What follows belongs to an exercise in optimizing a design on an open flow for small area, a short achievable clock period and few clock cycles per item; a production flow would make more cautious choices. Function was not checked in any run shown here: the RTL went through the layout flow alone. Power is estimated from default activity; no workload was simulated.

==> flow/design.v (outline; a module is shown in full before it is edited, if it fits) <==
// module rhsc_front: 44 lines
// module rhsc_queue: 95 lines
// module rhsc_back: 1816 lines
// module rhsc_fa: 10 lines
// module rolling_hash_substring_counter_top: 60 lines
module rolling_hash_substring_counter_top (
  input  logic        clk,
  input  logic        rst_n,
  input  logic        in_valid,
  output logic        in_ready,
  input  logic [1:0]  in_op,
  input  logic [7:0]  in_char,
  output logic        out_valid,
  input  logic        out_ready,
  output logic        out_match,
  output logic [15:0] out_start,
  output logic [15:0] out_count
);
  // ...
==> flow/run.sh <==
#!/bin/bash
# synth_recipe.tcl (not shown) runs the flow's synth.tcl, then flattens the netlist and writes it again
# the make line also repeats each setting of config.mk as NAME=value (left out here)
make -C /OpenROAD-flow-scripts/flow DESIGN_CONFIG=/design/flow/config.mk WORK_HOME=/design/flow/orfs CLKGATE_MAP_FILE= SYNTH_SCRIPT=/design/flow/synth_recipe.tcl finish
==> flow/config.mk <==
export PLATFORM = sky130hd
export DESIGN_NAME = rolling_hash_substring_counter_top
export DESIGN_NICKNAME = rolling_hash_substring_counter_top
export VERILOG_FILES = /design/flow/design.v
export SDC_FILE = /design/flow/constraint.sdc
export NUM_CORES = 4
export LEC_CHECK = 0
export ABC_CLOCK_PERIOD_IN_PS = 3400
export CAP_MARGIN = 20
export CORE_MARGIN = 2
export CORE_UTILIZATION = 60
export SETUP_SLACK_MARGIN = 3.6
export SLEW_MARGIN = 20
export SYNTH_HIERARCHICAL = 1
export SYNTH_MINIMUM_KEEP_SIZE = 0
==> flow/constraint.sdc <==
create_clock -name core_clock -period 7.0 [get_ports {clk}]
set_input_delay 1.4000 -clock core_clock [delete_from_list [all_inputs] [get_ports {clk}]]
set_output_delay 1.4000 -clock core_clock [all_outputs]
set_load 0.01 [all_outputs]
==> metrics.cfg, run 1 <==
[yosys]
synthSimpleGateAreaFrac = 0.09179
synth_mux_area_frac = 0.02640
syn-cell-area_um2 = 45310
synth_compound_area_frac = 0.05285
avgSynthCellArea_um2 = 14.13
synth_fa_ha_area_frac = 0.2469
synth_top_area_cell = edfxtp_1
ys_seq_area_frac = 0.5242

[power_and_ir_drop]
leakagePower_nw = 17.24
ir_worst_vdd_mv = 0.2817
p_int_w = 0.01121
power_switching_w = 0.005702

[sta]
worst_pin_slew_ns = 0.9940
fin_crit_sh = 0.4872
hold_violations = 0
rsz0062_at_grt = yes
fin_tns_setup_ns = 0

[floorplan]
die_h_um = 278.8
dieArea_um2 = 77740
start_util = 0.6076

[clocking]
clkTransAtPathRegs_ns = 0.06
clk-insertion-delay-late_ns = 0.68
cts_max_level = 3

[critical_path]
path_delay_family = adder cells
cp-end-kind = register
startpoint_type = register

[finish]
multi_input_area_um2 = 20810
largestClassByArea = flip-flops and latches
multi_input_area_share = 0.4132
fin_area_um2 = 50370
largest_reg_flops = 256

[place]
placedCellCount = 4162
dpl_cell_area_um2 = 46920

[drt]
routed_wl_um = 96320

[status]
outcome = complete, no violations

[global_routing]
grt_max_degree = 232

==> run 2, diff against run 1 <==
--- a/flow/design.v
+++ b/flow/design.v
@@ -911,21 +911,21 @@
       s2_clr  <= s1_clr;
     end
   end
   always_ff @(posedge clk) begin
     s2_elig <= elig_r;
     xa_r    <= xa_nxt;
     xb_r    <= xb_nxt;
   end
-  logic [30:0] nya_r, nyb_r;  
-  logic [4-1:0] p31_r;   
+  logic [24:0] nya_r, nyb_r;  
+  logic [14-1:0] a_r;       
   logic [31:0] j_r;           
-  logic [30:0] ya_nxt, yb_nxt;
-  logic [4-1:0] p31_nxt;
+  logic [24:0] ya_nxt, yb_nxt;
+  logic [14-1:0] a_nxt;
   logic [31:0] ja, jb;
   logic yt_w1;
   logic yt_w2;
   logic yt_w3;
   logic yt_w4;
   logic yt_w5;
   logic yt_w6;
   logic yt_w7;
@@ -1337,42 +1337,16 @@
   logic yt_w413;
   logic yt_w414;
   logic yt_w415;
   logic yt_w416;
   logic yt_w417;
   logic yt_w418;
   logic yt_w419;
   logic yt_w420;
-  logic yt_w421;
-  logic yt_w422;
-  logic yt_w423;
-  logic yt_w424;
-  logic yt_w425;
-  logic yt_w426;
-  logic yt_w427;
-  logic yt_w428;
-  logic yt_w429;
-  logic yt_w430;
-  logic yt_w431;
-  logic yt_w432;
-  logic yt_w433;
-  logic yt_w434;
-  logic yt_w435;
-  logic yt_w436;
-  logic yt_w437;
-  logic yt_w438;
-  logic yt_w439;
-  logic yt_w440;
-  logic yt_w441;
-  logic yt_w442;
-  logic yt_w443;
-  logic yt_w444;
-  logic yt_w445;
-  logic yt_w446;
   rhsc_fa u_yt_w1 (.a(xa_r[0]), .b(xb_r[0]), .c(nya_r[0]), .s(yt_w1), .co(yt_w2));
   assign yt_w3 = 1'b1 ^ xa_r[1] ^ xb_r[1];
   assign yt_w4 = (1'b1 & xa_r[1]) | (1'b1 & xb_r[1]) | (xa_r[1] & xb_r[1]);
   rhsc_fa u_yt_w5 (.a(nya_r[1]), .b(nyb_r[1]), .c(yt_w2), .s(yt_w5), .co(yt_w6));
   rhsc_fa u_yt_w7 (.a(xa_r[2]), .b(xb_r[2]), .c(nya_r[2]), .s(yt_w7), .co(yt_w8));
   rhsc_fa u_yt_w9 (.a(nyb_r[2]), .b(yt_w4), .c(yt_w7), .s(yt_w9), .co(yt_w10));
   rhsc_fa u_yt_w11 (.a(xa_r[3]), .b(xb_r[3]), .c(nya_r[3]), .s(yt_w11), .co(yt_w12));
   rhsc_fa u_yt_w13 (.a(nyb_r[3]), .b(yt_w8), .c(yt_w11), .s(yt_w13), .co(yt_w14));
@@ -1513,104 +1487,89 @@
   rhsc_fa u_yt_w275 (.a(nya_r[14]), .b(nyb_r[14]), .c(nya_r[9]), .s(yt_w275), .co(yt_w276));
   rhsc_fa u_yt_w277 (.a(nyb_r[9]), .b(nya_r[4]), .c(nyb_r[4]), .s(yt_w277), .co(yt_w278));
   rhsc_fa u_yt_w279 (.a(yt_w252), .b(yt_w254), .c(yt_w256), .s(yt_w279), .co(yt_w280));
   rhsc_fa u_yt_w281 (.a(yt_w258), .b(yt_w271), .c(yt_w273), .s(yt_w281), .co(yt_w282));
   rhsc_fa u_yt_w283 (.a(yt_w275), .b(yt_w277), .c(yt_w260), .s(yt_w283), .co(yt_w284));
   rhsc_fa u_yt_w285 (.a(yt_w262), .b(yt_w279), .c(yt_w281), .s(yt_w285), .co(yt_w286));
   rhsc_fa u_yt_w287 (.a(yt_w264), .b(yt_w283), .c(yt_w266), .s(yt_w287), .co(yt_w288));
   rhsc_fa u_yt_w289 (.a(yt_w285), .b(yt_w268), .c(yt_w287), .s(yt_w289), .co(yt_w290));
-  rhsc_fa u_yt_w291 (.a(xa_r[25]), .b(xb_r[25]), .c(nya_r[25]), .s(yt_w291), .co(yt_w292));
-  rhsc_fa u_yt_w293 (.a(nyb_r[25]), .b(nya_r[20]), .c(nyb_r[20]), .s(yt_w293), .co(yt_w294));
-  rhsc_fa u_yt_w295 (.a(nya_r[15]), .b(nyb_r[15]), .c(nya_r[10]), .s(yt_w295), .co(yt_w296));
-  rhsc_fa u_yt_w297 (.a(nyb_r[10]), .b(nya_r[5]), .c(nyb_r[5]), .s(yt_w297), .co(yt_w298));
-  rhsc_fa u_yt_w299 (.a(nya_r[0]), .b(nyb_r[0]), .c(yt_w272), .s(yt_w299), .co(yt_w300));
-  rhsc_fa u_yt_w301 (.a(yt_w274), .b(yt_w276), .c(yt_w278), .s(yt_w301), .co(yt_w302));
-  rhsc_fa u_yt_w303 (.a(yt_w291), .b(yt_w293), .c(yt_w295), .s(yt_w303), .co(yt_w304));
-  rhsc_fa u_yt_w305 (.a(yt_w297), .b(yt_w280), .c(yt_w282), .s(yt_w305), .co(yt_w306));
-  rhsc_fa u_yt_w307 (.a(yt_w299), .b(yt_w301), .c(yt_w303), .s(yt_w307), .co(yt_w308));
-  rhsc_fa u_yt_w309 (.a(yt_w284), .b(yt_w286), .c(yt_w305), .s(yt_w309), .co(yt_w310));
-  rhsc_fa u_yt_w311 (.a(yt_w307), .b(yt_w288), .c(yt_w309), .s(yt_w311), .co(yt_w312));
-  assign yt_w313 = 1'b1 ^ xa_r[26] ^ xb_r[26];
-  assign yt_w314 = (1'b1 & xa_r[26]) | (1'b1 & xb_r[26]) | (xa_r[26] & xb_r[26]);
-  rhsc_fa u_yt_w315 (.a(nya_r[26]), .b(nyb_r[26]), .c(nya_r[21]), .s(yt_w315), .co(yt_w316));
-  rhsc_fa u_yt_w317 (.a(nyb_r[21]), .b(nya_r[16]), .c(nyb_r[16]), .s(yt_w317), .co(yt_w318));
-  rhsc_fa u_yt_w319 (.a(nya_r[11]), .b(nyb_r[11]), .c(nya_r[6]), .s(yt_w319), .co(yt_w320));
-  rhsc_fa u_yt_w321 (.a(nyb_r[6]), .b(nya_r[1]), .c(nyb_r[1]), .s(yt_w321), .co(yt_w322));
-  rhsc_fa u_yt_w323 (.a(yt_w292), .b(yt_w294), .c(yt_w296), .s(yt_w323), .co(yt_w324));
-  rhsc_fa u_yt_w325 (.a(yt_w298), .b(yt_w313), .c(yt_w315), .s(yt_w325), .co(yt_w326));
-  rhsc_fa u_yt_w327 (.a(yt_w317), .b(yt_w319), .c(yt_w321), .s(yt_w327), .co(yt_w328));
-  rhsc_fa u_yt_w329 (.a(yt_w300), .b(yt_w302), .c(yt_w304), .s(yt_w329), .co(yt_w330));
-  rhsc_fa u_yt_w331 (.a(yt_w323), .b(yt_w325), .c(yt_w327), .s(yt_w331), .co(yt_w332));
-  rhsc_fa u_yt_w333 (.a(yt_w306), .b(yt_w308), .c(yt_w329), .s(yt_w333), .co(yt_w334));
-  rhsc_fa u_yt_w335 (.a(yt_w331), .b(yt_w310), .c(yt_w333), .s(yt_w335), .co(yt_w336));
-  rhsc_fa u_yt_w337 (.a(xa_r[27]), .b(xb_r[27]), .c(nya_r[27]), .s(yt_w337), .co(yt_w338));
-  rhsc_fa u_yt_w339 (.a(nyb_r[27]), .b(nya_r[22]), .c(nyb_r[22]), .s(yt_w339), .co(yt_w340));
-  rhsc_fa u_yt_w341 (.a(nya_r[17]), .b(nyb_r[17]), .c(nya_r[12]), .s(yt_w341), .co(yt_w342));
-  rhsc_fa u_yt_w343 (.a(nyb_r[12]), .b(nya_r[7]), .c(nyb_r[7]), .s(yt_w343), .co(yt_w344));
-  rhsc_fa u_yt_w345 (.a(nya_r[2]), .b(nyb_r[2]), .c(yt_w314), .s(yt_w345), .co(yt_w346));
-  rhsc_fa u_yt_w347 (.a(yt_w316), .b(yt_w318), .c(yt_w320), .s(yt_w347), .co(yt_w348));
-  rhsc_fa u_yt_w349 (.a(yt_w322), .b(yt_w337), .c(yt_w339), .s(yt_w349), .co(yt_w350));
-  rhsc_fa u_yt_w351 (.a(yt_w341), .b(yt_w343), .c(yt_w324), .s(yt_w351), .co(yt_w352));
-  rhsc_fa u_yt_w353 (.a(yt_w345), .b(yt_w326), .c(yt_w328), .s(yt_w353), .co(yt_w354));
-  rhsc_fa u_yt_w355 (.a(yt_w347), .b(yt_w349), .c(yt_w330), .s(yt_w355), .co(yt_w356));
-  rhsc_fa u_yt_w357 (.a(yt_w351), .b(yt_w332), .c(yt_w353), .s(yt_w357), .co(yt_w358));
-  rhsc_fa u_yt_w359 (.a(yt_w334), .b(yt_w355), .c(yt_w357), .s(yt_w359), .co(yt_w360));
-  rhsc_fa u_yt_w361 (.a(xa_r[28]), .b(xb_r[28]), .c(nya_r[28]), .s(yt_w361), .co(yt_w362));
-  rhsc_fa u_yt_w363 (.a(nyb_r[28]), .b(nya_r[23]), .c(nyb_r[23]), .s(yt_w363), .co(yt_w364));
-  rhsc_fa u_yt_w365 (.a(nya_r[18]), .b(nyb_r[18]), .c(nya_r[13]), .s(yt_w365), .co(yt_w366));
-  rhsc_fa u_yt_w367 (.a(nyb_r[13]), .b(nya_r[8]), .c(nyb_r[8]), .s(yt_w367), .co(yt_w368));
-  rhsc_fa u_yt_w369 (.a(nya_r[3]), .b(nyb_r[3]), .c(yt_w338), .s(yt_w369), .co(yt_w370));
-  rhsc_fa u_yt_w371 (.a(yt_w340), .b(yt_w342), .c(yt_w344), .s(yt_w371), .co(yt_w372));
-  rhsc_fa u_yt_w373 (.a(yt_w361), .b(yt_w363), .c(yt_w365), .s(yt_w373), .co(yt_w374));
-  rhsc_fa u_yt_w375 (.a(yt_w367), .b(yt_w346), .c(yt_w348), .s(yt_w375), .co(yt_w376));
-  rhsc_fa u_yt_w377 (.a(yt_w350), .b(yt_w369), .c(yt_w371), .s(yt_w377), .co(yt_w378));
-  rhsc_fa u_yt_w379 (.a(yt_w373), .b(yt_w352), .c(yt_w354), .s(yt_w379), .co(yt_w380));
-  rhsc_fa u_yt_w381 (.a(yt_w375), .b(yt_w377), .c(yt_w356), .s(yt_w381), .co(yt_w382));
-  rhsc_fa u_yt_w383 (.a(yt_w358), .b(yt_w379), .c(yt_w381), .s(yt_w383), .co(yt_w384));
-  rhsc_fa u_yt_w385 (.a(xa_r[29]), .b(xb_r[29]), .c(nya_r[29]), .s(yt_w385), .co(yt_w386));
-  rhsc_fa u_yt_w387 (.a(nyb_r[29]), .b(nya_r[24]), .c(nyb_r[24]), .s(yt_w387), .co(yt_w388));
-  rhsc_fa u_yt_w389 (.a(nya_r[19]), .b(nyb_r[19]), .c(nya_r[14]), .s(yt_w389), .co(yt_w390));
-  rhsc_fa u_yt_w391 (.a(nyb_r[14]), .b(nya_r[9]), .c(nyb_r[9]), .s(yt_w391), .co(yt_w392));
-  rhsc_fa u_yt_w393 (.a(nya_r[4]), .b(nyb_r[4]), .c(yt_w362), .s(yt_w393), .co(yt_w394));
-  rhsc_fa u_yt_w395 (.a(yt_w364), .b(yt_w366), .c(yt_w368), .s(yt_w395), .co(yt_w396));
-  rhsc_fa u_yt_w397 (.a(yt_w385), .b(yt_w387), .c(yt_w389), .s(yt_w397), .co(yt_w398));
-  rhsc_fa u_yt_w399 (.a(yt_w391), .b(yt_w370), .c(yt_w372), .s(yt_w399), .co(yt_w400));
-  rhsc_fa u_yt_w401 (.a(yt_w374), .b(yt_w393), .c(yt_w395), .s(yt_w401), .co(yt_w402));
-  rhsc_fa u_yt_w403 (.a(yt_w397), .b(yt_w376), .c(yt_w378), .s(yt_w403), .co(yt_w404));
-  rhsc_fa u_yt_w405 (.a(yt_w399), .b(yt_w401), .c(yt_w380), .s(yt_w405), .co(yt_w406));
-  rhsc_fa u_yt_w407 (.a(yt_w403), .b(yt_w382), .c(yt_w405), .s(yt_w407), .co(yt_w408));
-  rhsc_fa u_yt_w409 (.a(xa_r[30]), .b(xb_r[30]), .c(nya_r[30]), .s(yt_w409), .co(yt_w410));
-  rhsc_fa u_yt_w411 (.a(nyb_r[30]), .b(nya_r[25]), .c(nyb_r[25]), .s(yt_w411), .co(yt_w412));
-  rhsc_fa u_yt_w413 (.a(nya_r[20]), .b(nyb_r[20]), .c(nya_r[15]), .s(yt_w413), .co(yt_w414));
-  rhsc_fa u_yt_w415 (.a(nyb_r[15]), .b(nya_r[10]), .c(nyb_r[10]), .s(yt_w415), .co(yt_w416));
-  rhsc_fa u_yt_w417 (.a(nya_r[5]), .b(nyb_r[5]), .c(nya_r[0]), .s(yt_w417), .co(yt_w418));
-  rhsc_fa u_yt_w419 (.a(nyb_r[0]), .b(yt_w386), .c(yt_w388), .s(yt_w419), .co(yt_w420));
-  rhsc_fa u_yt_w421 (.a(yt_w390), .b(yt_w392), .c(yt_w409), .s(yt_w421), .co(yt_w422));
-  rhsc_fa u_yt_w423 (.a(yt_w411), .b(yt_w413), .c(yt_w415), .s(yt_w423), .co(yt_w424));
-  rhsc_fa u_yt_w425 (.a(yt_w417), .b(yt_w394), .c(yt_w396), .s(yt_w425), .co(yt_w426));
-  rhsc_fa u_yt_w427 (.a(yt_w398), .b(yt_w419), .c(yt_w421), .s(yt_w427), .co(yt_w428));
-  rhsc_fa u_yt_w429 (.a(yt_w423), .b(yt_w400), .c(yt_w402), .s(yt_w429), .co(yt_w430));
-  rhsc_fa u_yt_w431 (.a(yt_w425), .b(yt_w427), .c(yt_w404), .s(yt_w431), .co(yt_w432));
-  rhsc_fa u_yt_w433 (.a(yt_w429), .b(yt_w406), .c(yt_w431), .s(yt_w433), .co(yt_w434));
-  assign yt_w435 = 1'b1 ^ xa_r[31] ^ xb_r[31];
-  assign yt_w436 = nya_r[26] ^ nyb_r[26] ^ nya_r[21];
-  assign yt_w437 = nyb_r[21] ^ nya_r[16] ^ nyb_r[16];
-  assign yt_w438 = nya_r[11] ^ nyb_r[11] ^ nya_r[6];
-  assign yt_w439 = nyb_r[6] ^ nya_r[1] ^ nyb_r[1];
-  assign yt_w440 = yt_w435 ^ yt_w436 ^ yt_w437;
-  assign yt_w441 = yt_w438 ^ yt_w439 ^ yt_w410;
-  assign yt_w442 = yt_w412 ^ yt_w414 ^ yt_w416;
-  assign yt_w443 = yt_w418 ^ yt_w440 ^ yt_w441;
-  assign yt_w444 = yt_w442 ^ yt_w420 ^ yt_w422;
-  assign yt_w445 = yt_w424 ^ yt_w443 ^ yt_w426;
-  assign yt_w446 = yt_w444 ^ yt_w428 ^ yt_w445;
-  assign ya_nxt = {yt_w408, yt_w384, yt_w360, yt_w336, yt_w312, yt_w290, yt_w270, yt_w250, yt_w230, yt_w210, yt_w192, yt_w176, yt_w160, yt_w144, yt_w128, yt_w114, yt_w102, yt_w90, yt_w78, yt_w66, yt_w56, yt_w48, yt_w40, yt_w32, yt_w29, yt_w18, yt_w14, yt_w10, yt_w6, yt_w3, nyb_r[0]};
-  assign yb_nxt = {yt_w433, yt_w407, yt_w383, yt_w359, yt_w335, yt_w311, yt_w289, yt_w269, yt_w249, yt_w229, yt_w209, yt_w191, yt_w175, yt_w159, yt_w143, yt_w127, yt_w113, yt_w101, yt_w89, yt_w77, yt_w65, yt_w55, yt_w47, yt_w39, yt_w31, yt_w23, yt_w17, yt_w13, yt_w9, yt_w5, yt_w1};
-  assign p31_nxt = {yt_w434, yt_w432, yt_w446, yt_w430};
+  rhsc_fa u_yt_w291 (.a(xa_r[25]), .b(xb_r[25]), .c(nya_r[20]), .s(yt_w291), .co(yt_w292));
+  rhsc_fa u_yt_w293 (.a(nyb_r[20]), .b(nya_r[15]), .c(nyb_r[15]), .s(yt_w293), .co(yt_w294));
+  rhsc_fa u_yt_w295 (.a(nya_r[10]), .b(nyb_r[10]), .c(nya_r[5]), .s(yt_w295), .co(yt_w296));
+  rhsc_fa u_yt_w297 (.a(nyb_r[5]), .b(nya_r[0]), .c(nyb_r[0]), .s(yt_w297), .co(yt_w298));
+  rhsc_fa u_yt_w299 (.a(yt_w272), .b(yt_w274), .c(yt_w276), .s(yt_w299), .co(yt_w300));
+  rhsc_fa u_yt_w301 (.a(yt_w278), .b(yt_w291), .c(yt_w293), .s(yt_w301), .co(yt_w302));
+  rhsc_fa u_yt_w303 (.a(yt_w295), .b(yt_w297), .c(yt_w280), .s(yt_w303), .co(yt_w304));
+  rhsc_fa u_yt_w305 (.a(yt_w282), .b(yt_w299), .c(yt_w301), .s(yt_w305), .co(yt_w306));
+  rhsc_fa u_yt_w307 (.a(yt_w284), .b(yt_w303), .c(yt_w286), .s(yt_w307), .co(yt_w308));
+  rhsc_fa u_yt_w309 (.a(yt_w305), .b(yt_w288), .c(yt_w307), .s(yt_w309), .co(yt_w310));
+  rhsc_fa u_yt_w311 (.a(xa_r[26]), .b(xb_r[26]), .c(nya_r[21]), .s(yt_w311), .co(yt_w312));
+  rhsc_fa u_yt_w313 (.a(nyb_r[21]), .b(nya_r[16]), .c(nyb_r[16]), .s(yt_w313), .co(yt_w314));
+  rhsc_fa u_yt_w315 (.a(nya_r[11]), .b(nyb_r[11]), .c(nya_r[6]), .s(yt_w315), .co(yt_w316));
+  rhsc_fa u_yt_w317 (.a(nyb_r[6]), .b(nya_r[1]), .c(nyb_r[1]), .s(yt_w317), .co(yt_w318));
+  rhsc_fa u_yt_w319 (.a(yt_w292), .b(yt_w294), .c(yt_w296), .s(yt_w319), .co(yt_w320));
+  rhsc_fa u_yt_w321 (.a(yt_w298), .b(yt_w311), .c(yt_w313), .s(yt_w321), .co(yt_w322));
+  rhsc_fa u_yt_w323 (.a(yt_w315), .b(yt_w317), .c(yt_w300), .s(yt_w323), .co(yt_w324));
+  rhsc_fa u_yt_w325 (.a(yt_w302), .b(yt_w319), .c(yt_w321), .s(yt_w325), .co(yt_w326));
+  rhsc_fa u_yt_w327 (.a(yt_w304), .b(yt_w323), .c(yt_w306), .s(yt_w327), .co(yt_w328));
+  rhsc_fa u_yt_w329 (.a(yt_w325), .b(yt_w308), .c(yt_w327), .s(yt_w329), .co(yt_w330));
+  rhsc_fa u_yt_w331 (.a(xa_r[27]), .b(xb_r[27]), .c(nya_r[22]), .s(yt_w331), .co(yt_w332));
+  rhsc_fa u_yt_w333 (.a(nyb_r[22]), .b(nya_r[17]), .c(nyb_r[17]), .s(yt_w333), .co(yt_w334));
+  rhsc_fa u_yt_w335 (.a(nya_r[12]), .b(nyb_r[12]), .c(nya_r[7]), .s(yt_w335), .co(yt_w336));
+  rhsc_fa u_yt_w337 (.a(nyb_r[7]), .b(nya_r[2]), .c(nyb_r[2]), .s(yt_w337), .co(yt_w338));
+  rhsc_fa u_yt_w339 (.a(yt_w312), .b(yt_w314), .c(yt_w316), .s(yt_w339), .co(yt_w340));
+  rhsc_fa u_yt_w341 (.a(yt_w318), .b(yt_w331), .c(yt_w333), .s(yt_w341), .co(yt_w342));
+  rhsc_fa u_yt_w343 (.a(yt_w335), .b(yt_w337), .c(yt_w320), .s(yt_w343), .co(yt_w344));
+  rhsc_fa u_yt_w345 (.a(yt_w322), .b(yt_w339), .c(yt_w341), .s(yt_w345), .co(yt_w346));
+  rhsc_fa u_yt_w347 (.a(yt_w324), .b(yt_w343), .c(yt_w326), .s(yt_w347), .co(yt_w348));
+  rhsc_fa u_yt_w349 (.a(yt_w345), .b(yt_w328), .c(yt_w347), .s(yt_w349), .co(yt_w350));
+  rhsc_fa u_yt_w351 (.a(xa_r[28]), .b(xb_r[28]), .c(nya_r[23]), .s(yt_w351), .co(yt_w352));
+  rhsc_fa u_yt_w353 (.a(nyb_r[23]), .b(nya_r[18]), .c(nyb_r[18]), .s(yt_w353), .co(yt_w354));
+  rhsc_fa u_yt_w355 (.a(nya_r[13]), .b(nyb_r[13]), .c(nya_r[8]), .s(yt_w355), .co(yt_w356));
+  rhsc_fa u_yt_w357 (.a(nyb_r[8]), .b(nya_r[3]), .c(nyb_r[3]), .s(yt_w357), .co(yt_w358));
+  rhsc_fa u_yt_w359 (.a(yt_w332), .b(yt_w334), .c(yt_w336), .s(yt_w359), .co(yt_w360));
+  rhsc_fa u_yt_w361 (.a(yt_w338), .b(yt_w351), .c(yt_w353), .s(yt_w361), .co(yt_w362));
+  rhsc_fa u_yt_w363 (.a(yt_w355), .b(yt_w357), .c(yt_w340), .s(yt_w363), .co(yt_w364));
+  rhsc_fa u_yt_w365 (.a(yt_w342), .b(yt_w359), .c(yt_w361), .s(yt_w365), .co(yt_w366));
+  rhsc_fa u_yt_w367 (.a(yt_w344), .b(yt_w363), .c(yt_w346), .s(yt_w367), .co(yt_w368));
+  rhsc_fa u_yt_w369 (.a(yt_w365), .b(yt_w348), .c(yt_w367), .s(yt_w369), .co(yt_w370));
+  rhsc_fa u_yt_w371 (.a(xa_r[29]), .b(xb_r[29]), .c(nya_r[24]), .s(yt_w371), .co(yt_w372));
+  rhsc_fa u_yt_w373 (.a(nyb_r[24]), .b(nya_r[19]), .c(nyb_r[19]), .s(yt_w373), .co(yt_w374));
+  rhsc_fa u_yt_w375 (.a(nya_r[14]), .b(nyb_r[14]), .c(nya_r[9]), .s(yt_w375), .co(yt_w376));
+  rhsc_fa u_yt_w377 (.a(nyb_r[9]), .b(nya_r[4]), .c(nyb_r[4]), .s(yt_w377), .co(yt_w378));
+  rhsc_fa u_yt_w379 (.a(yt_w352), .b(yt_w354), .c(yt_w356), .s(yt_w379), .co(yt_w380));
+  rhsc_fa u_yt_w381 (.a(yt_w358), .b(yt_w371), .c(yt_w373), .s(yt_w381), .co(yt_w382));
+  rhsc_fa u_yt_w383 (.a(yt_w375), .b(yt_w377), .c(yt_w360), .s(yt_w383), .co(yt_w384));
+  rhsc_fa u_yt_w385 (.a(yt_w362), .b(yt_w379), .c(yt_w381), .s(yt_w385), .co(yt_w386));
+  rhsc_fa u_yt_w387 (.a(yt_w364), .b(yt_w383), .c(yt_w366), .s(yt_w387), .co(yt_w388));
+  rhsc_fa u_yt_w389 (.a(yt_w385), .b(yt_w368), .c(yt_w387), .s(yt_w389), .co(yt_w390));
+  rhsc_fa u_yt_w391 (.a(xa_r[30]), .b(xb_r[30]), .c(nya_r[20]), .s(yt_w391), .co(yt_w392));
+  rhsc_fa u_yt_w393 (.a(nyb_r[20]), .b(nya_r[15]), .c(nyb_r[15]), .s(yt_w393), .co(yt_w394));
+  rhsc_fa u_yt_w395 (.a(nya_r[10]), .b(nyb_r[10]), .c(nya_r[5]), .s(yt_w395), .co(yt_w396));
+  rhsc_fa u_yt_w397 (.a(nyb_r[5]), .b(nya_r[0]), .c(nyb_r[0]), .s(yt_w397), .co(yt_w398));
+  rhsc_fa u_yt_w399 (.a(yt_w372), .b(yt_w374), .c(yt_w376), .s(yt_w399), .co(yt_w400));
+  rhsc_fa u_yt_w401 (.a(yt_w378), .b(yt_w391), .c(yt_w393), .s(yt_w401), .co(yt_w402));
+  rhsc_fa u_yt_w403 (.a(yt_w395), .b(yt_w397), .c(yt_w380), .s(yt_w403), .co(yt_w404));
+  rhsc_fa u_yt_w405 (.a(yt_w382), .b(yt_w399), .c(yt_w401), .s(yt_w405), .co(yt_w406));
+  rhsc_fa u_yt_w407 (.a(yt_w384), .b(yt_w403), .c(yt_w386), .s(yt_w407), .co(yt_w408));
+  rhsc_fa u_yt_w409 (.a(yt_w405), .b(yt_w388), .c(yt_w407), .s(yt_w409), .co(yt_w410));
+  assign yt_w411 = xa_r[31] ^ xb_r[31] ^ nya_r[21];
+  assign yt_w412 = nyb_r[21] ^ nya_r[16] ^ nyb_r[16];
+  assign yt_w413 = nya_r[11] ^ nyb_r[11] ^ nya_r[6];
+  assign yt_w414 = nyb_r[6] ^ nya_r[1] ^ nyb_r[1];
+  assign yt_w415 = yt_w411 ^ yt_w412 ^ yt_w413;
+  assign yt_w416 = yt_w414 ^ yt_w392 ^ yt_w394;
+  assign yt_w417 = yt_w396 ^ yt_w398 ^ yt_w415;
+  assign yt_w418 = yt_w416 ^ yt_w400 ^ yt_w402;
+  assign yt_w419 = yt_w417 ^ yt_w404 ^ yt_w418;
+  assign yt_w420 = yt_w406 ^ yt_w419 ^ yt_w408;
+  assign ya_nxt = {yt_w270, yt_w250, yt_w230, yt_w210, yt_w192, yt_w176, yt_w160, yt_w144, yt_w128, yt_w114, yt_w102, yt_w90, yt_w78, yt_w66, yt_w56, yt_w48, yt_w40, yt_w32, yt_w29, yt_w18, yt_w14, yt_w10, yt_w6, yt_w3, nyb_r[0]};
+  assign yb_nxt = {yt_w289, yt_w269, yt_w249, yt_w229, yt_w209, yt_w191, yt_w175, yt_w159, yt_w143, yt_w127, yt_w113, yt_w101, yt_w89, yt_w77, yt_w65, yt_w55, yt_w47, yt_w39, yt_w31, yt_w23, yt_w17, yt_w13, yt_w9, yt_w5, yt_w1};
+  assign a_nxt = {yt_w410, yt_w420, yt_w409, yt_w390, yt_w389, yt_w370, yt_w369, yt_w350, yt_w349, yt_w330, yt_w329, yt_w310, yt_w309, yt_w290};
   logic jt_w1;
   logic jt_w2;
   logic jt_w3;
   logic jt_w4;
   logic jt_w5;
   logic jt_w6;
   logic jt_w7;
   logic jt_w8;
@@ -1703,23 +1662,22 @@
   rhsc_fa u_jt_w61 (.a(j_r[30]), .b(xa_r[30]), .c(xb_r[30]), .s(jt_w61), .co(jt_w62));
   assign jt_w63 = j_r[31] ^ xa_r[31] ^ xb_r[31];
   assign ja = {jt_w63, jt_w60, jt_w58, jt_w56, jt_w54, jt_w52, jt_w50, jt_w48, jt_w46, jt_w44, jt_w42, jt_w40, jt_w38, jt_w36, jt_w34, jt_w32, jt_w30, jt_w28, jt_w26, jt_w24, jt_w22, jt_w20, jt_w18, jt_w16, jt_w14, jt_w12, jt_w10, jt_w8, jt_w6, jt_w4, jt_w2, xb_r[0]};
   assign jb = {jt_w62, jt_w61, jt_w59, jt_w57, jt_w55, jt_w53, jt_w51, jt_w49, jt_w47, jt_w45, jt_w43, jt_w41, jt_w39, jt_w37, jt_w35, jt_w33, jt_w31, jt_w29, jt_w27, jt_w25, jt_w23, jt_w21, jt_w19, jt_w17, jt_w15, jt_w13, jt_w11, jt_w9, jt_w7, jt_w5, jt_w3, jt_w1};
   always_ff @(posedge clk) begin
     if (!rst_n || s2_clr || s2_key) begin
       nya_r <= '1;
       nyb_r <= '1;
-      p31_r <= '0;
     end else if (s2_text) begin
       nya_r <= ~ya_nxt;
       nyb_r <= ~yb_nxt;
-      p31_r <= p31_nxt;
     end
   end
+  always_ff @(posedge clk) a_r <= a_nxt;
   always_ff @(posedge clk) begin
     if (!rst_n || s2_clr) begin
       j_r <= '0;
     end else if (s2_key) begin
       j_r <= ja + jb;
     end
   end
   logic s3_text, s3_key, s3_clr, s3_elig;
@@ -1730,23 +1688,23 @@
       s3_clr  <= 1'b0;
     end else begin
       s3_text <= s2_text;
       s3_key  <= s2_key;
       s3_clr  <= s2_clr;
     end
   end
   always_ff @(posedge clk) s3_elig <= s2_elig;
-  logic y31_r, y31;
-  assign y31 = y31_r ^ (^p31_r);
+  logic [6:0] t_r, t_new;
+  assign t_new = {a_r[12], a_r[10], a_r[8], a_r[6], a_r[4], a_r[2], a_r[0]} + {a_r[13], a_r[11], a_r[9], a_r[7], a_r[5], a_r[3], a_r[1]} + (~t_r) + {~t_r[1:0], 5'd0} + 7'd33;
   always_ff @(posedge clk) begin
     if (!rst_n || s3_clr || s3_key) begin
-      y31_r <= 1'b0;
+      t_r <= '0;
     end else if (s3_text) begin
-      y31_r <= y31;
+      t_r <= t_new;
     end
   end
   logic [31:0] nj;
   logic [31:0] ca, cb;
   assign nj = ~j_r;
   logic ct_w1;
   logic ct_w2;
   logic ct_w3;
@@ -1868,16 +1826,30 @@
   logic ct_w119;
   logic ct_w120;
   logic ct_w121;
   logic ct_w122;
   logic ct_w123;
   logic ct_w124;
   logic ct_w125;
   logic ct_w126;
+  logic ct_w127;
+  logic ct_w128;
+  logic ct_w129;
+  logic ct_w130;
+  logic ct_w131;
+  logic ct_w132;
+  logic ct_w133;
+  logic ct_w134;
+  logic ct_w135;
+  logic ct_w136;
+  logic ct_w137;
+  logic ct_w138;
+  logic ct_w139;
+  logic ct_w140;
   assign ct_w1 = nya_r[0] ^ nyb_r[0];
   assign ct_w2 = nya_r[0] & nyb_r[0];
   assign ct_w3 = 1'b1 ^ nya_r[1] ^ nyb_r[1];
   assign ct_w4 = (1'b1 & nya_r[1]) | (1'b1 & nyb_r[1]) | (nya_r[1] & nyb_r[1]);
   assign ct_w5 = nj[1] ^ ct_w2;
   assign ct_w6 = nj[1] & ct_w2;
   rhsc_fa u_ct_w7 (.a(nya_r[2]), .b(nyb_r[2]), .c(nj[2]), .s(ct_w7), .co(ct_w8));
   assign ct_w9 = ct_w4 ^ ct_w6;
@@ -1923,35 +1895,43 @@
   rhsc_fa u_ct_w83 (.a(nya_r[21]), .b(nyb_r[21]), .c(nj[21]), .s(ct_w83), .co(ct_w84));
   rhsc_fa u_ct_w85 (.a(j_r[16]), .b(ct_w80), .c(ct_w83), .s(ct_w85), .co(ct_w86));
   rhsc_fa u_ct_w87 (.a(nya_r[22]), .b(nyb_r[22]), .c(nj[22]), .s(ct_w87), .co(ct_w88));
   rhsc_fa u_ct_w89 (.a(j_r[17]), .b(ct_w84), .c(ct_w87), .s(ct_w89), .co(ct_w90));
   rhsc_fa u_ct_w91 (.a(nya_r[23]), .b(nyb_r[23]), .c(nj[23]), .s(ct_w91), .co(ct_w92));
   rhsc_fa u_ct_w93 (.a(j_r[18]), .b(ct_w88), .c(ct_w91), .s(ct_w93), .co(ct_w94));
   rhsc_fa u_ct_w95 (.a(nya_r[24]), .b(nyb_r[24]), .c(nj[24]), .s(ct_w95), .co(ct_w96));
   rhsc_fa u_ct_w97 (.a(j_r[19]), .b(ct_w92), .c(ct_w95), .s(ct_w97), .co(ct_w98));
-  rhsc_fa u_ct_w99 (.a(nya_r[25]), .b(nyb_r[25]), .c(nj[25]), .s(ct_w99), .co(ct_w100));
-  rhsc_fa u_ct_w101 (.a(j_r[20]), .b(ct_w96), .c(ct_w99), .s(ct_w101), .co(ct_w102));
-  rhsc_fa u_ct_w103 (.a(nya_r[26]), .b(nyb_r[26]), .c(nj[26]), .s(ct_w103), .co(ct_w104));
-  rhsc_fa u_ct_w105 (.a(j_r[21]), .b(ct_w100), .c(ct_w103), .s(ct_w105), .co(ct_w106));
-  rhsc_fa u_ct_w107 (.a(nya_r[27]), .b(nyb_r[27]), .c(nj[27]), .s(ct_w107), .co(ct_w108));
-  rhsc_fa u_ct_w109 (.a(j_r[22]), .b(ct_w104), .c(ct_w107), .s(ct_w109), .co(ct_w110));
-  rhsc_fa u_ct_w111 (.a(nya_r[28]), .b(nyb_r[28]), .c(nj[28]), .s(ct_w111), .co(ct_w112));
-  rhsc_fa u_ct_w113 (.a(j_r[23]), .b(ct_w108), .c(ct_w111), .s(ct_w113), .co(ct_w114));
-  rhsc_fa u_ct_w115 (.a(nya_r[29]), .b(nyb_r[29]), .c(nj[29]), .s(ct_w115), .co(ct_w116));
-  rhsc_fa u_ct_w117 (.a(j_r[24]), .b(ct_w112), .c(ct_w115), .s(ct_w117), .co(ct_w118));
-  rhsc_fa u_ct_w119 (.a(nya_r[30]), .b(nyb_r[30]), .c(nj[30]), .s(ct_w119), .co(ct_w120));
-  assign ct_w121 = j_r[25] ^ ct_w116;
-  assign ct_w122 = j_r[25] & ct_w116;
-  assign ct_w123 = ct_w119 ^ ct_w121;
-  assign ct_w124 = ct_w119 & ct_w121;
-  assign ct_w125 = nj[31] ^ j_r[26] ^ y31;
-  assign ct_w126 = ct_w120 ^ ct_w122 ^ ct_w125;
-  assign ca = {ct_w124, ct_w118, ct_w114, ct_w110, ct_w106, ct_w102, ct_w98, ct_w94, ct_w90, ct_w86, ct_w82, ct_w78, ct_w74, ct_w70, ct_w66, ct_w62, ct_w58, ct_w54, ct_w50, ct_w46, ct_w42, ct_w38, ct_w34, ct_w30, ct_w26, ct_w22, ct_w18, ct_w14, ct_w10, ct_w7, ct_w5, nj[0]};
-  assign cb = {ct_w126, ct_w123, ct_w117, ct_w113, ct_w109, ct_w105, ct_w101, ct_w97, ct_w93, ct_w89, ct_w85, ct_w81, ct_w77, ct_w73, ct_w69, ct_w65, ct_w61, ct_w57, ct_w53, ct_w49, ct_w45, ct_w41, ct_w37, ct_w33, ct_w29, ct_w25, ct_w21, ct_w17, ct_w13, ct_w9, ct_w3, ct_w1};
+  rhsc_fa u_ct_w99 (.a(nj[25]), .b(j_r[20]), .c(~a_r[0]), .s(ct_w99), .co(ct_w100));
+  rhsc_fa u_ct_w101 (.a(~a_r[1]), .b(t_r[0]), .c(ct_w96), .s(ct_w101), .co(ct_w102));
+  assign ct_w103 = ct_w99 ^ ct_w98;
+  assign ct_w104 = ct_w99 & ct_w98;
+  rhsc_fa u_ct_w105 (.a(nj[26]), .b(j_r[21]), .c(~a_r[2]), .s(ct_w105), .co(ct_w106));
+  rhsc_fa u_ct_w107 (.a(~a_r[3]), .b(t_r[1]), .c(ct_w100), .s(ct_w107), .co(ct_w108));
+  rhsc_fa u_ct_w109 (.a(ct_w105), .b(ct_w102), .c(ct_w107), .s(ct_w109), .co(ct_w110));
+  rhsc_fa u_ct_w111 (.a(nj[27]), .b(j_r[22]), .c(~a_r[4]), .s(ct_w111), .co(ct_w112));
+  rhsc_fa u_ct_w113 (.a(~a_r[5]), .b(t_r[2]), .c(ct_w106), .s(ct_w113), .co(ct_w114));
+  rhsc_fa u_ct_w115 (.a(ct_w111), .b(ct_w108), .c(ct_w113), .s(ct_w115), .co(ct_w116));
+  rhsc_fa u_ct_w117 (.a(nj[28]), .b(j_r[23]), .c(~a_r[6]), .s(ct_w117), .co(ct_w118));
+  rhsc_fa u_ct_w119 (.a(~a_r[7]), .b(t_r[3]), .c(ct_w112), .s(ct_w119), .co(ct_w120));
+  rhsc_fa u_ct_w121 (.a(ct_w117), .b(ct_w114), .c(ct_w119), .s(ct_w121), .co(ct_w122));
+  rhsc_fa u_ct_w123 (.a(nj[29]), .b(j_r[24]), .c(~a_r[8]), .s(ct_w123), .co(ct_w124));
+  rhsc_fa u_ct_w125 (.a(~a_r[9]), .b(t_r[4]), .c(ct_w118), .s(ct_w125), .co(ct_w126));
+  rhsc_fa u_ct_w127 (.a(ct_w123), .b(ct_w120), .c(ct_w125), .s(ct_w127), .co(ct_w128));
+  rhsc_fa u_ct_w129 (.a(nj[30]), .b(j_r[25]), .c(~a_r[10]), .s(ct_w129), .co(ct_w130));
+  rhsc_fa u_ct_w131 (.a(~a_r[11]), .b(t_r[5]), .c(t_r[0]), .s(ct_w131), .co(ct_w132));
+  rhsc_fa u_ct_w133 (.a(ct_w124), .b(ct_w129), .c(ct_w131), .s(ct_w133), .co(ct_w134));
+  assign ct_w135 = ct_w126 ^ ct_w133;
+  assign ct_w136 = ct_w126 & ct_w133;
+  assign ct_w137 = nj[31] ^ j_r[26] ^ ~a_r[12];
+  assign ct_w138 = ~a_r[13] ^ t_r[6] ^ t_r[1];
+  assign ct_w139 = ct_w137 ^ ct_w138 ^ ct_w130;
+  assign ct_w140 = ct_w132 ^ ct_w139 ^ ct_w134;
+  assign ca = {ct_w136, ct_w135, ct_w122, ct_w116, ct_w110, ct_w104, ct_w101, ct_w94, ct_w90, ct_w86, ct_w82, ct_w78, ct_w74, ct_w70, ct_w66, ct_w62, ct_w58, ct_w54, ct_w50, ct_w46, ct_w42, ct_w38, ct_w34, ct_w30, ct_w26, ct_w22, ct_w18, ct_w14, ct_w10, ct_w7, ct_w5, nj[0]};
+  assign cb = {ct_w140, ct_w128, ct_w127, ct_w121, ct_w115, ct_w109, ct_w103, ct_w97, ct_w93, ct_w89, ct_w85, ct_w81, ct_w77, ct_w73, ct_w69, ct_w65, ct_w61, ct_w57, ct_w53, ct_w49, ct_w45, ct_w41, ct_w37, ct_w33, ct_w29, ct_w25, ct_w21, ct_w17, ct_w13, ct_w9, ct_w3, ct_w1};
   logic       restart_r;
   logic [6:0] klen3_r;
   always_ff @(posedge clk) begin
     if (!rst_n) begin
       restart_r <= 1'b1;
       klen3_r   <= '0;
     end else begin
       if (s3_clr) klen3_r <= '0;
==> metrics.cfg, run 2 <==
[status]
outcome = complete, no violations

[critical_path]
r2r_start = u_back.j_r[25]
rr_worst_depth = 9
critPathMaxFanout = 6
required_ns = 7.52
startpoint_type = register
worstPathArrival_ns = 3.86
cp-end-kind = register
ff2ff_setup_slack_ns = 3.66
crit_type = reg2reg
r2r-end = u_queue.q_mem[0][8]

[power_and_ir_drop]
seqPwrFrac = 0.374
p_int_w = 0.01187  ; +5.9%
clkPwrFrac = 0.275
leakagePower_nw = 17.42  ; +1.0%
ir_worst_vdd_mv = 0.2478  ; -12%
power_frac_comb = 0.351
finalPower_w = 0.01795
power_switching_w = 0.006082  ; +6.7%
netSwitchingFraction = 0.3389
powerDensity_nw_per_um2 = 355.8

[yosys]
ys.flop_type = edfxtp_1
synth_edf_count = 599
synth_common_cells = edfxtp_1, fa_1, dfxtp_1, nand2_1, and2_1
yosysUniqueCellTypes = 83
avgSynthCellArea_um2 = 14.26  ; +0.89%
async_reset_ff_frac = 0
yosysMostFrequentCell = edfxtp_1
synth_top_area_cell = edfxtp_1
ys_seq_elements = 892
yosysWarnings = 15
syn-cell-area_um2 = 45370  ; +0.14%
postSynthCellCount = 3182
netlist.area_leader.share = 0.3964
synth_top_cells_by_area = edfxtp_1, fa_1, dfxtp_1, ha_1, and2_1
ys_seq_area_frac = 0.5257  ; +0.001498

[floorplan]
dieArea_um2 = 77840  ; +0.13%
row_count = 100
die_x_um = 279.0
core_area_um2 = 74700
start_util = 0.6074  ; about the same
ios = 49
die_h_um = 279.0  ; about the same

[sta]
fin_crit_sh = 0.4769  ; -0.01030
clock_skew_ns = 0.05853
worst_pin_slew_ns = 1.060  ; +0.06576 ns
hold_violations = 0  ; unchanged
rsz0062_at_grt = yes
setup_viol = 0
slew_violations = 0
slew_headroom = 0.2918
fmax_mhz = 299.5
min_period_ns = 3.338

[finish]
final_cell_mix = edfxtp_1, fa_1, nand2_1, and2_1, dfxtp_1
layout-area-overhead-vs-synth_pct = 11.17
nNetsFinal = 3895
layout_commonest_cell = edfxtp_1
drive_gt1_frac = 0.1056
diodes = 0
ff_latch_area_um2 = 23960
largest_registers = u_back.seg32: 256 flops, u_back.seg16: 128 flops, u_back.seg8: 64 flops
fin_util = 0.6753
nFillCells = 5251
regMostFlops = u_back.seg32
multi_input_area_um2 = 20770  ; -0.19%
largest_reg_flops = 256  ; unchanged

[min_path]
min_from = u_back.seg16[2][5]
whs_path_depth = 0
hp-class = reg2reg
hold_path_end = u_back.seg16[3][5]

[drt]
via_per_inst = 5.718
post-route-drc-count = 0
postRouteAntennaNets = 0
wl_per_cell_um = 21.85
routed_wl_um = 94230  ; -2.2%
dr.pass1.iters = 7
vias = 24660
drtIter0Drc = 1698

[clocking]
cts_hold_buf = 0
clock_path_buffers = 3
cts.sinks = 892
cts_made_buffers = 91
clkTransAtPathRegs_ns = 0.06  ; about the same
cts-root-buf = clkbuf_16
clk-insertion-delay-late_ns = 0.67  ; about the same
cts_max_level = 3  ; unchanged
cts_tree = done

[place]
finalWeightedCongestion = 0.9208
portBuffers = 48
dp_hpwl_um = 66200

[flow_run]
drv_cap = 0

[global_routing]
grt_pass1_vias = 25960
grt-ovfl-total = 0
grt_max_degree = 189  ; -19%
grt_use_total = 0.2510
grt_antenna_before_repair = 3
grt_pass1_wl_um = 148500

-- run 2: changes by cell type after synthesis, sizes merged, moves of 8 or more --
cell / delta
o21ai: -11
nand3: -11
a31oi: -8
buf: -10
ha: +14
xnor2: +8
o211ai: -11
nand2: -32
inv: +15
nor3: +9
-- run 2: worst max path at each step --
stage                     start             endpoint  depth (start not counted)
3_5_place_dp          out_ready      u_queue.pn_r[9]                          9
5_1_grt          u_back.j_r[11]       u_back.j_r[29]                         10
3_3_place_gp          out_ready     u_queue.pn_r[15]                          9
6_report         u_back.j_r[25]  u_queue.q_mem[0][8]                          9
2_1_floorplan  u_front.s0_valid       u_back.lv_r[0]                          3
4_1_cts          u_back.j_r[16]       u_back.j_r[31]                         11
-- run 2: routing by layer --
layer | vias up | GRT usage | routed length [um]
li1 | 11160 | - | -
met1 | 12670 | 0.3661 | 43090
met2 | 645 | 0.3918 | 43290
met3 | 181 | 0.04242 | 5143
met4 | 4 | 0.07789 | 2682
met5 | - | 0 | 30
-- run 2: stage by stage --
step / worst slack (ns) / area [um^2] / hold slack, ns / setup TNS [ns] / cells
floorplan: -1.628 / 45390 / 0.3096 / -837.21 / 3182
global placement: 2.815 / 46950 / 0.3861 / 0 / 4137
detailed placement: 2.693 / 46960 / 0.3865 / 0 / 4138
CTS: 3.577 / 50170 / 0.3807 / 0 / 4307
global route: 3.528 / 50440 / 0.3841 / 0 / 4312
finish: 3.662 / 50440 / 0.3823 / 0 / 4312
-- run 2: cell families (layout without fill, tap and decap cells) --
kind of cell / after synthesis / in the layout / share of synthesized area
mux: 102 / 102 / 0.02520
compound gates: 356 / 356 / 0.05063
flops: 892 / 892 / 0.5257
simple gates: 785 / 785 / 0.08824
fa+ha+maj: 612 / 612 / 0.2508
buf+inv: 236 / 397 / 0.02098
xor+xnor: 199 / 199 / 0.03841
-- run 2: modules after synthesis (local to each module, per instance), excerpt --
module      copies in the design  cell area (um^2)  cells  flip-flops and latches
rhsc_back                      1             28940   2131                     742
rhsc_front                     1             595.6     53                      17
rhsc_fa                      487             20.02      1                       0
rhsc_queue                     1              6091    511                     133
-- run 2: cell type report --
type	instances	share of cell area
Inverter	148	0.01114
Clock buffer	113	0.04817
Multi-Input combinational cell	2054	0.4118
Sequential cell	892	0.4751
Tap cell	969	0.02404
Timing Repair Buffer	82	0.01622
Clock inverter	54	0.01357
-- run 2: timing repair --
| action | in CTS | in global routing |
|---|---|---|
| endpoints found under the setup margin | 56 | 62 |
| gates resized for setup | 24 | 99 |
| pin swaps | 5 | 8 |
| buffers inserted | 2 | 5 |
-- run 2: power groups by stage --
| stage | clock, W | sequential, W | combinational, W |
|---|---|---|---|
| floorplan | 0 | 0.00662 | 0.00454 |
| global placement | 0 | 0.00681 | 0.00591 |
| detailed placement | 0 | 0.00682 | 0.00608 |
| CTS | 0.00507 | 0.00671 | 0.00617 |
| global route | 0.00527 | 0.00677 | 0.00706 |
| finish | 0.00494 | 0.00672 | 0.00629 |
-- run 2: worst max-delay path, cell delays in order, from the launching register on --
cell,delay (ns)
dfxtp_2,0.39
inv_1,0.08
fa_1,0.44
fa_1,0.47
fa_1,0.53
xor2_1,0.26
nand4_1,0.11
or4_1,0.60
nor3_4,0.19
buf_12,0.15

[separate check: timing with driven ports]
The flow's constraints put no driver on any port. The routed layouts listed below were extracted and timed again, unchanged, in two steps.
Step 1: set_driving_cell puts a clkbuf_16 on clk and a buf_2 on each other input, an assumption about the parent block.
Step 2, shift: input delay + t, output delay - t, t = (earliest + latest rising clock arrival at the registers) / 2. This alone moves slack from input paths to output paths.
a / b / c = ideal / step 1 / step 2; a / b = the first two.
run | t (ns) | slack for setup (ns) | worst setup path after step 2 | latest minus earliest clock arrival (ns) | worst register clock-pin slew, ns
run 1 | 0.706 | 3.589 / 3.589 / 3.148 | input to register | 0.078 / 0.078 | 0.07 / 0.07
run 2 | 0.709 | 3.662 / 3.662 / 3.094 | input to register | 0.065 / 0.066 | 0.07 / 0.07
After both steps every run listed still meets setup and hold. For run 2, which loses most, drivers alone change the setup slack by 0.000 ns; drivers and shift together by -0.568 ns.
